Background: an optimization exercise with open tools, aiming at small area and a short achievable clock period. Do not read the settings as production practice.
Only simulation tests tie the RTL to the original design; equivalence was not proved.
No activity file was given, so power comes from the tool's default toggle rates.

==> flow/design.v (excerpt) <==
module lc3b_alu_pipe
(
    input  logic                    clk,
    input  logic                    arst_n,
    input  logic                    instr_valid,
    input  logic [16-1:0]   instr,
    input  logic                    flush,
    output logic                    wb_valid,
    output logic [3-1:0]  wb_dest,
    output logic [16-1:0]   wb_data,
    output logic [2:0]              cc
);
==> flow/config.mk <==
export PLATFORM = sky130hd
export DESIGN_NAME = lc3b_alu_pipe
export DESIGN_NICKNAME = lc3b_alu_pipe
export VERILOG_FILES = /design/flow/design.v
export SDC_FILE = /design/flow/constraint.sdc
export NUM_CORES = 4
export LEC_CHECK = 0
export CAP_MARGIN = 20
export CORE_MARGIN = 2
export CORE_UTILIZATION = 70
export PLACE_DENSITY = 0.8
export SETUP_SLACK_MARGIN = 2.5
export SLEW_MARGIN = 20
==> flow/constraint.sdc <==
create_clock -name core_clock -period 7.0 [get_ports {clk}]
set_input_delay 1.4000 -clock core_clock [delete_from_list [all_inputs] [get_ports {clk}]]
set_output_delay 1.4000 -clock core_clock [all_outputs]
set_load 0.01 [all_outputs]
run.sh (not shown) runs the stock make flow with config.mk's settings and CLKGATE_MAP_FILE= SYNTH_SCRIPT=/design/flow/synth_recipe.tcl, a recipe that flattens the netlist after the stock synthesis.
Next try:
--- a/flow/config.mk
+++ b/flow/config.mk
@@ -9,5 +9,7 @@
 export CORE_MARGIN = 2
-export CORE_UTILIZATION = 70
-export PLACE_DENSITY = 0.8
-export SETUP_SLACK_MARGIN = 2.5
+export CORE_UTILIZATION = 55
+export CTS_CLUSTER_DIAMETER = 80
+export CTS_CLUSTER_SIZE = 24
+export PLACE_DENSITY = 0.68
+export SETUP_SLACK_MARGIN = 2.65
 export SLEW_MARGIN = 20
Power shrinks by 12%.
Synthesized cell count stays the same.
Routed wire length climbs by 2.6%.
Setup slack is better by 0.12 ns.
Final area goes up by 0.61%.
Core utilization drops by 16 points.
Combinational power rose by about 2%.
Die area is higher by 26%.
Global-route usage fell by 8.9 points.
Fmax increases by 2.8%.
Sequential power is about the same.
Next try:
==> flow/flow/run.sh (new file) <==
#!/bin/bash
# The standard layout, with the ports buffered by a plain buf_2 instead
# of the cell buffer_ports picks on its own (every port still gets a buffer),
# and gate sizing free to pick cells of another footprint.
set -euo pipefail
bash standard.sh "BUFFER_PORTS_ARGS=-buffer_cell sky130_fd_sc_hd__buf_2" MATCH_CELL_FOOTPRINT=0 finish > standard.log 2>&1
==> flow/standard.sh (new file) <==
#!/bin/bash
# synth_recipe.tcl (not shown) runs the flow's synth.tcl, then flattens the netlist and writes it again
# the make line also repeats each setting of config.mk as NAME=value (left out here)
make -C /OpenROAD-flow-scripts/flow DESIGN_CONFIG=/design/flow/config.mk WORK_HOME=/design/flow/orfs CLKGATE_MAP_FILE= SYNTH_SCRIPT=/design/flow/synth_recipe.tcl "${@:-finish}"
--- a/flow/config.mk
+++ b/flow/config.mk
@@ -13,3 +13,3 @@
 export PLACE_DENSITY = 0.68
-export SETUP_SLACK_MARGIN = 2.65
+export SETUP_SLACK_MARGIN = 2.5
 export SLEW_MARGIN = 20
removed: flow/run.sh
Global-route usage goes down by 0.68 points.
Routed wire length goes down by a few percent.
Worst hold slack gets worse by 0.0047 ns.
Final cell count goes down slightly.
Cell area goes down by a few percent.

========
== maple ==
Starting RTL as in the previous note.
==> flow/config.mk <==
export PLATFORM = sky130hd
export DESIGN_NAME = lc3b_alu_pipe
export DESIGN_NICKNAME = lc3b_alu_pipe
export VERILOG_FILES = /design/flow/design.v
export SDC_FILE = /design/flow/constraint.sdc
export NUM_CORES = 4
export LEC_CHECK = 0
export CAP_MARGIN = 20
export CORE_MARGIN = 2
export CORE_UTILIZATION = 55
export PLACE_DENSITY = 0.68
export SETUP_SLACK_MARGIN = 2.8
export SLEW_MARGIN = 20
==> flow/constraint.sdc <==
create_clock -name core_clock -period 7.0 [get_ports {clk}]
set_input_delay 1.4000 -clock core_clock [delete_from_list [all_inputs] [get_ports {clk}]]
set_output_delay 1.4000 -clock core_clock [all_outputs]
set_load 0.01 [all_outputs]
Stock flow here: none of the scripts above is used.
The following lists how amber was set up differently from maple:
- TNS_END_PERCENT: unset -> 5
- SETUP_SLACK_MARGIN: 2.8 -> 2.5
- CORE_UTILIZATION: 55 -> 40
- PLACE_DENSITY: 0.68 -> unset
==> notes.md <==
Changes observed in amber relative to maple: design area shows a reduction of about 4.5%, sequential share of layout area now larger, power fell by 0.000071 W, utilization lost 20 points.
## Diff of input files: tundra against amber
- TNS_END_PERCENT removed (was 5)
- CORE_UTILIZATION changed from 40 to 55
- PLACE_DENSITY newly set to 0.68
- SETUP_SLACK_MARGIN changed from 2.5 to 2.2
Results
Relative to amber, the clock power of tundra is lower by about 7%.
Number of max-cap violations across amber and tundra: no real change.
amber and tundra ended up with roughly the same maximum clock skew at final layout.
tundra vs. amber: full die area went down by 27%; global-route usage has increased.
Going from amber to tundra, total power went down by 3.2%, post-CTS setup buffer count went down by 3.

==> static timing again, ports no longer ideal <==
How much do the figures lean on ideal ports? The routed layouts below were timed once more, with nothing changed but the port constraints.
Step 1: set_driving_cell puts a clkbuf_16 on clk and a buf_2 on each other input, an assumption about the parent block.
Step 2 adds t to the input delays and takes it off the output delays; t is the mean of the earliest and latest rising clock arrival at the registers after step 1. Input paths then give back, and output paths get back, about the clock's delay inside the block.
Slacks: no drivers / after step 1 / after step 2; pairs: no drivers / after step 1.
run | t, ns | slack for setup (ns) | hold WS [ns]
the first run of note 1 | 0.540 | 2.611 / 2.611 / 2.195 | 0.486 / 0.486 / 0.486
the second run of note 1 | 0.508 | 2.729 / 2.729 / 2.286 | 0.506 / 0.506 / 0.506
the third run of note 1 | 0.511 | 2.664 / 2.664 / 2.664 | 0.502 / 0.502 / 0.502
maple | 0.550 | 2.641 / 2.641 / 2.314 | 0.490 / 0.490 / 0.490
amber | 0.538 | 2.604 / 2.604 / 2.254 | 0.483 / 0.483 / 0.483
tundra | 0.542 | 2.348 / 2.348 / 2.191 | 0.507 / 0.507 / 0.507
After both steps every run listed still meets setup and hold. The setup slack of the second run of note 1, which loses most, moves by 0.000 ns with the drivers and by -0.443 ns with both steps.
